Source: an optimization exercise on an open RTL-to-GDS flow (aim: small area, a short achievable clock period and few clock cycles per item). Production flows keep margins and buffers that such runs may drop.
Only simulation tests tie the RTL to the original design; equivalence was not proved.
Power is estimated from default activity; no workload was simulated.

===== flow/config.mk =====
export PLATFORM = sky130hd
export DESIGN_NAME = hough_top
export DESIGN_NICKNAME = hough_top
export VERILOG_FILES = /design/flow/design.v
export SDC_FILE = /design/flow/constraint.sdc
export NUM_CORES = 4
export LEC_CHECK = 0
export CAP_MARGIN = 20
export CORE_MARGIN = 2
export CORE_UTILIZATION = 40
export SLEW_MARGIN = 20

===== flow/constraint.sdc =====
create_clock -name core_clock -period 12.0 [get_ports {clk}]
set_input_delay 2.4000 -clock core_clock [delete_from_list [all_inputs] [get_ports {clk}]]
set_output_delay 2.4000 -clock core_clock [all_outputs]
set_load 0.01 [all_outputs]

===== flow/design.v =====
package hough_pkg;
    typedef enum logic [2:0] {
        IDLE,
        CLEAR_ACC,      
        VOTE,           
        FIND_PEAKS,     
        DONE_STATE
    } hough_state_t;
    typedef logic [$clog2(16)-1:0]   coord_t;       
    typedef logic [$clog2(16)-1:0] theta_idx_t;   
    typedef logic [$clog2(16)-1:0]   rho_bin_t;     
    typedef logic [$clog2(63+1)-1:0] vote_t;
    typedef logic [$clog2(256)-1:0]  acc_addr_t;
    typedef logic [7:0] line_field_t;   
endpackage
module edge_image_buffer (
    input  logic               clk,
    input  logic               reset_n,
    input  logic               wr_en,       
    input  logic [7:0]         wr_addr,
    input  logic [7:0]         wr_data,     
    input  hough_pkg::coord_t  pixel_x,
    input  hough_pkg::coord_t  pixel_y,
    output logic               edge_bit
);
    logic [7:0] img_mem [32];
    logic [7:0] pix_idx;      
    logic       wr_ok;
    assign wr_ok = wr_en && (wr_addr < 8'(32));
    always_ff @(posedge clk or negedge reset_n) begin
        if (!reset_n) begin
            for (int i = 0; i < 32; i++) begin
                img_mem[i] <= '0;    
            end
        end else if (wr_ok) begin
            img_mem[wr_addr[4:0]] <= wr_data;
        end
    end
    assign pix_idx = {pixel_y, pixel_x};
    assign edge_bit = img_mem[pix_idx[7:3]][pix_idx[2:0]];
endmodule
module rho_binner (
    input  hough_pkg::coord_t     pixel_x,
    input  hough_pkg::coord_t     pixel_y,
    input  hough_pkg::theta_idx_t theta_idx,
    output hough_pkg::rho_bin_t   rho_bin
);
    logic signed [15:0] sin_val;    
    logic signed [15:0] cos_val;    
    logic signed [15:0] prod_x;
    logic signed [15:0] prod_y;
    logic signed [15:0] rho_sum;    
    logic signed [15:0] rho_raw;
    always_comb begin
        case (theta_idx)
            4'd0:    begin sin_val = 16'sd0;   cos_val = 16'sd256;  end   
            4'd1:    begin sin_val = 16'sd50;  cos_val = 16'sd251;  end   
            4'd2:    begin sin_val = 16'sd98;  cos_val = 16'sd237;  end   
            4'd3:    begin sin_val = 16'sd142; cos_val = 16'sd213;  end   
            4'd4:    begin sin_val = 16'sd181; cos_val = 16'sd181;  end   
            4'd5:    begin sin_val = 16'sd213; cos_val = 16'sd142;  end   
            4'd6:    begin sin_val = 16'sd237; cos_val = 16'sd98;   end   
            4'd7:    begin sin_val = 16'sd251; cos_val = 16'sd50;   end   
            4'd8:    begin sin_val = 16'sd256; cos_val = 16'sd0;    end   
            4'd9:    begin sin_val = 16'sd251; cos_val = -16'sd50;  end   
            4'd10:   begin sin_val = 16'sd237; cos_val = -16'sd98;  end   
            4'd11:   begin sin_val = 16'sd213; cos_val = -16'sd142; end   
            4'd12:   begin sin_val = 16'sd181; cos_val = -16'sd181; end   
            4'd13:   begin sin_val = 16'sd142; cos_val = -16'sd213; end   
            4'd14:   begin sin_val = 16'sd98;  cos_val = -16'sd237; end   
            default: begin sin_val = 16'sd50;  cos_val = -16'sd251; end   
        endcase
    end
    always_comb begin
        prod_x  = $signed({1'b0, pixel_x}) * cos_val;
        prod_y  = $signed({1'b0, pixel_y}) * sin_val;
        rho_sum = prod_x + prod_y;
        rho_raw = rho_sum / (16'sd1 <<< 8);   
        if (rho_raw < 0) begin
            rho_bin = '0;
        end else if (rho_raw >= 16) begin
            rho_bin = 4'(16 - 1);
        end else begin
            rho_bin = 4'(rho_raw);
        end
    end
endmodule
module hough_accumulator (
    input  logic                 clk,
    input  hough_pkg::acc_addr_t acc_addr,
    input  logic                 acc_clear,    
    input  logic                 acc_incr,     
    output hough_pkg::vote_t     acc_votes
);
    hough_pkg::vote_t acc_mem [256];
    hough_pkg::vote_t cur_votes;
    logic  at_max;
    assign cur_votes = acc_mem[acc_addr];
    assign at_max    = (cur_votes == 6'(63));
    always_ff @(posedge clk) begin
        if (acc_clear) begin
            acc_mem[acc_addr] <= '0;
        end else if (acc_incr && !at_max) begin
            acc_mem[acc_addr] <= cur_votes + 1'b1;    
        end
    end
    assign acc_votes = cur_votes;
endmodule
module peak_tracker (
    input  logic                     clk,
    input  logic                     reset_n,
    input  logic                     track_clear,    
    input  logic                     scan_valid,     
    input  hough_pkg::rho_bin_t      scan_rho,
    input  hough_pkg::theta_idx_t    scan_theta,
    input  hough_pkg::vote_t         acc_votes,
    output hough_pkg::line_field_t   line_count,
    output logic [4-1:0][7:0]   line_rho,
    output logic [4-1:0][7:0]   line_theta,
    output logic [4-1:0][7:0]   line_votes
);
    logic [$clog2(4)-1:0] min_idx;    
    logic [$clog2(4)-1:0] wr_idx;     
    logic        hit;         
    logic        has_room;
    logic        beats_min;   
    hough_pkg::line_field_t new_votes;
    hough_pkg::line_field_t new_theta;   
    assign hit       = scan_valid && (acc_votes >= 6'(5));
    assign has_room  = (line_count < 8'(4));
    assign wr_idx    = line_count[$clog2(4)-1:0];
    assign new_votes = 8'(acc_votes);
    assign new_theta = 8'((32'(scan_theta) * 180) / 16);
    always_comb begin
        min_idx = '0;
        for (int i = 1; i < 4; i++) begin
            if (line_votes[i] < line_votes[min_idx]) begin
                min_idx = i[$clog2(4)-1:0];
            end
        end
    end
    assign beats_min = (new_votes > line_votes[min_idx]);
    always_ff @(posedge clk or negedge reset_n) begin
        if (!reset_n) begin
            line_count <= '0;
            for (int i = 0; i < 4; i++) begin
                line_rho[i]   <= '0;
                line_theta[i] <= '0;
                line_votes[i] <= '0;
            end
        end else if (track_clear) begin
            line_count <= '0;    
            for (int i = 0; i < 4; i++) begin
                line_rho[i]   <= '0;
                line_theta[i] <= '0;
                line_votes[i] <= '0;
            end
        end else if (hit) begin
            if (has_room) begin
                line_rho[wr_idx]   <= 8'(scan_rho);
                line_theta[wr_idx] <= new_theta;
                line_votes[wr_idx] <= new_votes;
                line_count         <= line_count + 1'b1;
            end else if (beats_min) begin
                line_rho[min_idx]   <= 8'(scan_rho);    
                line_theta[min_idx] <= new_theta;
                line_votes[min_idx] <= new_votes;
            end
        end
    end
endmodule
module hough_sequencer (
    input  logic                     clk,
    input  logic                     reset_n,
    input  logic                     start,         
    output logic                     busy,
    output logic                     done,          
    output hough_pkg::coord_t        pixel_x,       
    output hough_pkg::coord_t        pixel_y,       
    output hough_pkg::theta_idx_t    theta_idx,
    input  logic                     edge_bit,
    input  hough_pkg::rho_bin_t      rho_bin,
    output hough_pkg::acc_addr_t     acc_addr,
    output logic                     acc_clear,
    output logic                     acc_incr,
    output logic                     track_clear,
    output logic                     scan_valid,
    output hough_pkg::rho_bin_t      scan_rho,
    output hough_pkg::theta_idx_t    scan_theta
);
    hough_pkg::hough_state_t state;
    logic [$clog2(256):0] clear_count;   
    logic clear_busy;
    logic last_theta;
    logic last_x;
    logic last_y;
    assign clear_busy = (clear_count < 256);
    assign last_theta = (theta_idx == 4'(16 - 1));
    assign last_x     = (pixel_x == 4'(16 - 1));
    assign last_y     = (pixel_y == 4'(16 - 1));
    always_ff @(posedge clk or negedge reset_n) begin
        if (!reset_n) begin
            state       <= hough_pkg::IDLE;
            busy        <= 1'b0;
            done        <= 1'b0;
            clear_count <= '0;
            pixel_x     <= '0;
            pixel_y     <= '0;
            theta_idx   <= '0;
        end else begin
            done <= 1'b0;    
            case (state)
                hough_pkg::IDLE: begin
                    if (start) begin
                        busy        <= 1'b1;
                        clear_count <= '0;
                        state       <= hough_pkg::CLEAR_ACC;
                    end
                end
                hough_pkg::CLEAR_ACC: begin
                    if (clear_busy) begin
                        clear_count <= clear_count + 1'b1;
                    end else begin
                        pixel_x   <= '0;    
                        pixel_y   <= '0;
                        theta_idx <= '0;
                        state     <= hough_pkg::VOTE;
                    end
                end
                hough_pkg::VOTE: begin
                    theta_idx <= theta_idx + 1'b1;
                    if (last_theta) begin
                        pixel_x <= pixel_x + 1'b1;
                        if (last_x) begin
                            pixel_y <= pixel_y + 1'b1;
                            if (last_y) state <= hough_pkg::FIND_PEAKS;    
                        end
                    end
                end
                hough_pkg::FIND_PEAKS: begin
                    pixel_y <= pixel_y + 1'b1;
                    if (pixel_y == 4'(16 - 1)) begin
                        pixel_x <= pixel_x + 1'b1;
                        if (pixel_x == 4'(16 - 1)) state <= hough_pkg::DONE_STATE;
                    end
                end
                hough_pkg::DONE_STATE: begin
                    done  <= 1'b1;
                    busy  <= 1'b0;
                    state <= hough_pkg::IDLE;
                end
                default: state <= hough_pkg::IDLE;
            endcase
        end
    end
    always_comb begin
        case (state)
            hough_pkg::CLEAR_ACC:  acc_addr = 8'(clear_count);
            hough_pkg::VOTE:       acc_addr = {rho_bin, theta_idx};    
            hough_pkg::FIND_PEAKS: acc_addr = {pixel_x, pixel_y};
            default:    acc_addr = '0;
        endcase
    end
    assign acc_clear   = (state == hough_pkg::CLEAR_ACC) && clear_busy;
    assign acc_incr    = (state == hough_pkg::VOTE) && edge_bit;    
    assign track_clear = (state == hough_pkg::IDLE) && start;       
    assign scan_valid  = (state == hough_pkg::FIND_PEAKS);
    assign scan_rho    = 4'(pixel_x);
    assign scan_theta  = 4'(pixel_y);
endmodule
module hough_top (
    input  logic                   clk,
    input  logic                   reset_n,
    input  logic                   start,
    output logic                   busy,
    output logic                   done,
    input  logic                   wr_en,
    input  logic [7:0]             wr_addr,
    input  logic [7:0]             wr_data,
    output hough_pkg::line_field_t num_lines,
    output logic [4*8-1:0] line_rho,
    output logic [4*8-1:0] line_theta,
    output logic [4*8-1:0] line_votes
);
    hough_pkg::coord_t     pixel_x;
    hough_pkg::coord_t     pixel_y;
    hough_pkg::theta_idx_t theta_idx;
    logic       edge_bit;
    hough_pkg::rho_bin_t   rho_bin;
    hough_pkg::acc_addr_t  acc_addr;
    logic       acc_clear;
    logic       acc_incr;
    hough_pkg::vote_t      acc_votes;
    logic       track_clear;
    logic       scan_valid;
    hough_pkg::rho_bin_t   scan_rho;
    hough_pkg::theta_idx_t scan_theta;
    edge_image_buffer u_image (
        .clk(clk), .reset_n(reset_n), .wr_en(wr_en), .wr_addr(wr_addr), .wr_data(wr_data),
        .pixel_x(pixel_x), .pixel_y(pixel_y), .edge_bit(edge_bit)
    );
    rho_binner u_rho (
        .pixel_x(pixel_x), .pixel_y(pixel_y), .theta_idx(theta_idx), .rho_bin(rho_bin)
    );
    hough_accumulator u_acc (
        .clk(clk), .acc_addr(acc_addr), .acc_clear(acc_clear), .acc_incr(acc_incr),
        .acc_votes(acc_votes)
    );
    peak_tracker u_peaks (
        .clk(clk), .reset_n(reset_n), .track_clear(track_clear), .scan_valid(scan_valid),
        .scan_rho(scan_rho), .scan_theta(scan_theta), .acc_votes(acc_votes),
        .line_count(num_lines), .line_rho(line_rho), .line_theta(line_theta),
        .line_votes(line_votes)
    );
    hough_sequencer u_seq (
        .clk(clk), .reset_n(reset_n), .start(start), .busy(busy), .done(done),
        .pixel_x(pixel_x), .pixel_y(pixel_y), .theta_idx(theta_idx),
        .edge_bit(edge_bit), .rho_bin(rho_bin),
        .acc_addr(acc_addr), .acc_clear(acc_clear), .acc_incr(acc_incr),
        .track_clear(track_clear), .scan_valid(scan_valid),
        .scan_rho(scan_rho), .scan_theta(scan_theta)
    );
endmodule

===== flow/run.sh =====
#!/bin/bash
# synth_recipe.tcl (not shown) runs the flow's synth.tcl, then flattens the netlist and writes it again
# the make line also repeats each setting of config.mk as NAME=value (left out here)
make -C /OpenROAD-flow-scripts/flow DESIGN_CONFIG=/design/flow/config.mk WORK_HOME=/design/flow/orfs CLKGATE_MAP_FILE= SYNTH_SCRIPT=/design/flow/synth_recipe.tcl finish

==> reports/results.tsv <==
stage	metric	value	unit
outcome	status	complete, no violations	
clock_tree	CTS Buf Count	198	
hold_path	Min-Delay Path Class	reg -> reg	
setup_path	Top cell by count, worst path	fa_1	
sta	Final WS setup	621.7	ps
place	DP HPWL	163300	µm
global_route	number of global-route vias before repair	58146	
routing	Via density	5.877	
place	Placed Instances	10080	
floorplanning	core box area	217200	µm²
clock_tree	CTS tree	yes	
power_and_ir_drop	clock network power share	44.8	%
finish	design area	98400	µm²
setup_path	FF-to-FF path depth	39	
floorplanning	die height	471.2	µm
sta	Max Clk Rate	87.89	MHz
clock_tree	maximum clock path buffer count	3	
sta	Hold Fails Final Rpt	0	
sta	Final Max Tran Viols	0	
sta	Fin Clk Skew	53.31	ps
global_route	global route total overflow	0	
setup_path	slowest cell delay on critical path	880	ps
power_and_ir_drop	Power Density	135.6	nW/µm²
finish	post-layout util	45.31	%
setup_path	CP max FO	32	
floorplanning	die area	222100	µm²
flow_run	Max Cap Violations	0	
place	DP Area	91910	µm²
finish	# fillers	19420	
sta	Final setup viols	0	
routing	WL final	266500	µm
routing	DRC viols	0	
setup_path	crit path kind	reg -> reg	
power_and_ir_drop	logic gate share of total power	1.2	%
clock_tree	# hold bufs at CTS	0	
clock_tree	clock-pin slew on the worst setup and hold paths	60	ps
clock_tree	clock root buffer	clkbuf_16	
synthesis	Synth Cell Area	87320	µm²
synthesis	Async SR Flop Fraction	20.08	%
place	GP Congestion	0.9295	
synthesis	synthesized net count	7629	
synthesis	synthesized flop and latch total	1922	
synthesis	Post-Syn Instances	7431	
clock_tree	Clock Sinks	1922	
setup_path	CP endpoint kind	flip-flop	
finish	Area Overhead vs Synth	12.69	%
sta	Final Cycle Share	94.82	%
global_route	Tot GR Track Use	23.38	%
power_and_ir_drop	Sequential Power Share	54.1	%
sta	Slew @ Worst Pin	1194	ps
routing	first-pass detailed-route iteration total	9	
setup_path	Worst EP arrival	11840	ps
power_and_ir_drop	Int Pwr	10540	µW
routing	Routed WL per cell	25.50	µm
finish	Final nets	7632	
floorplanning	std cell rows	171	
power_and_ir_drop	switching power	2800	µW
routing	vias	61429	
finish	post-route insts no fill	10452	
floorplanning	starting density of the core	40.21	%
setup_path	CP max-delay cell	nor3_1	
power_and_ir_drop	Switching Share	20.98	%
synthesis	Netlist cell types	105	
finish	n_diodes	0	
clock_tree	H-tree depth	4	
synthesis	ys flop type	edfxtp_1	
global_route	antenna violations before repair	5	
setup_path	CP required	12460	ps
clock_tree	clock latency (worst-skew pair)	860	ps
power_and_ir_drop	Max VDD drop	122.7	µV
global_route	first-pass GRT wire length	394300	µm
synthesis	number of synthesized flops with an enable pin	1536	
routing	DRT antenna net count	0	
synthesis	Syn. warnings	6	
synthesis	sequential area share after synthesis	63.88	%
hold_path	Hold Path Stages	1	
routing	drt initial violations	7094	
global_route	pin count of the biggest net entering global routing	168	
synthesis	syn_area_per_cell	11.75	µm²
place	number of buffers added on ports	125	
setup_path	CP Launch Type	flip-flop	
power_and_ir_drop	P_leak	0.03601	µW
floorplanning	I/O pin cnt	126	
sta	Final min period	11380	ps
finish	ratio of cells with drive above 1 in the final layout	12.04	%
floorplanning	die width	471.2	µm
place	post-place setup slack	191.9	ps
sta	max_slew headroom	20.07	%
placed cells by master (no fill, tap or decap), drive strengths merged, types with 145 or more instances in the layout:
master,instances
a311oi,176
dfrtp,386
nor3,212
nand3,796
edfxtp,1536
and3,145
nor2,277
a21oi,180
inv,155
buf,206
nand2,1705
mux2,265
clkbuf,255
flip-flops by register name, indices dropped and copies added (netlist names):
signal / cells
u_peaks.line_rho: 32
u_acc.acc_mem: 1536
u_seq.pixel_y: 4
u_seq.done: 1
u_seq.theta_idx: 4
u_seq.busy: 1
u_seq.state: 3
u_peaks.line_count: 8
u_peaks.line_theta: 32
u_seq.clear_count: 9
u_seq.pixel_x: 4
u_peaks.line_votes: 32
u_image.img_mem: 256
repair_timing:
item / 4_1_cts / 5_1_grt
gates resized for setup: 0 / 33
setup buffers: 0 / 7
setup endpoints to repair: 0 / 2703
hold endpoints to repair: 0 / 0
routing by layer:
metal  routed length [µm]  track usage [%]  vias to the layer above
met2               123600            36.91                     2817
met5                    0                0                        -
met3                21340            3.906                      434
met1               113800            33.22                    30869
met4                 7767            6.738                        0
li1                     -                -                    27309
power groups by stage:
stage,logic (µW),clock network [µW],registers [µW]
CTS,159,6040,7210
finish,157,5970,7220
detailed placement,159,0,7350
global placement,154,0,7350
floorplan,76.7,0,7350
global route,172,6310,7220
critical path, delay by kind of cell (launching register included):
family          cells  cell delay (ps)
buf+inv             8             1200
flops               1              370
xor+xnor            1              160
fa+ha+maj           9             3660
simple gates       10             2730
compound gates     11             2800
worst paths after layout:
| check | slack, ps | end | start |
|---|---|---|---|
| hold / removal | 490 | u_peaks.line_rho[22] | u_peaks.line_rho[22] |
| hold reg to reg | 490 | u_peaks.line_rho[22] | u_peaks.line_rho[22] |
| setup / recovery | 620 | u_acc.acc_mem[213][4] | u_seq.theta_idx[0] |
| min in group asynchronous | 1560 | u_image.img_mem[30][1] | reset_n |
| setup reg to reg | 620 | u_acc.acc_mem[213][4] | u_seq.theta_idx[0] |
| max in group asynchronous | 8130 | u_image.img_mem[0][0] | reset_n |
metrics by stage:
step / hold slack (ps) / setup TNS [ps] / power, µW
floorplan: 472.0 / 0 / 7426
global placement: 482.1 / 0 / 7504
detailed placement: 477.2 / 0 / 7511
CTS: 490.2 / 0 / 13410
global route: 513.2 / -24.54 / 13700
finish: 492.3 / 0 / 13350
synthesized netlist by cell type (42+ instances only):
master,count,area (µm²)
nand2_1,1703,6392
edfxtp_1,1536,46120
nand3_1,795,3979
dfrtp_1,386,9659
nor2_1,274,1028
mux2_2,264,2973
clkbuf_1,237,889.6
buf_2,206,1031
a21oi_1,178,890.9
a311oi_1,174,1524
nor3_1,174,870.8
inv_1,147,551.8
and3_1,145,907.1
ha_1,120,1501
a31oi_1,103,644.4
o21ai_0,88,440.4
a22oi_1,66,495.5
and2_1,63,394.1
fa_1,58,1161
a221oi_1,51,446.7
buf_1,49,183.9
nand4_1,42,262.8
layout make-up:
| class | count | area, µm² | share of cell area [%] |
|---|---|---|---|
| Tap cell | 2854 | 3571 | 3.629 |
| Clock buffer | 255 | 5293 | 5.379 |
| Clock inverter | 109 | 950.9 | 0.9664 |
| Sequential cell | 1922 | 55780 | 56.69 |
| Timing Repair Buffer | 329 | 3232 | 3.284 |
| Inverter | 152 | 570.5 | 0.5798 |
| Multi-Input combinational cell | 4831 | 29000 | 29.47 |
cell families (layout without fill, tap and decap cells):
logic type      Yosys count  in the layout  share of synthesized area, %
simple gates           3358           3359                         17.31
flops                  1922           1922                         63.88
compound gates          975            975                         8.276
buf+inv                 679            845                         3.416
mux                     292            292                         3.774
fa+ha+maj               178            178                         3.049
xor+xnor                 27             27                        0.2952
Testbench counts, summed over its fixed seeds: cycles 445,728, frames 96.

## afterwards: timing with drivers on the ports
No port has a modelled driver above. Below, the same layout with a new extraction and two added sets of constraints. Step 1, drivers: a clkbuf_16 drives clk and a buf_2 each remaining input, both assumed. Step 2 adds t to the input delays and takes it off the output delays; t is the mean of the earliest and latest rising clock arrival at the registers after step 1. Input paths then give back, and output paths get back, about the clock's delay inside the block. Three values: no drivers, after step 1, after step 2; two values: the first two.
shift t [ns]: 0.928
setup WS [ns]: 0.622 / 0.622 / 0.622
hold WS [ns]: 0.492 / 0.492 / 0.492
worst register clock-pin slew, ns: 0.07 / 0.07
pins driven straight from the clock port: 1
After both steps setup and hold are still met in this run. The setup slack of this run moves by 0.000 ns with the drivers and by 0.000 ns with both steps.
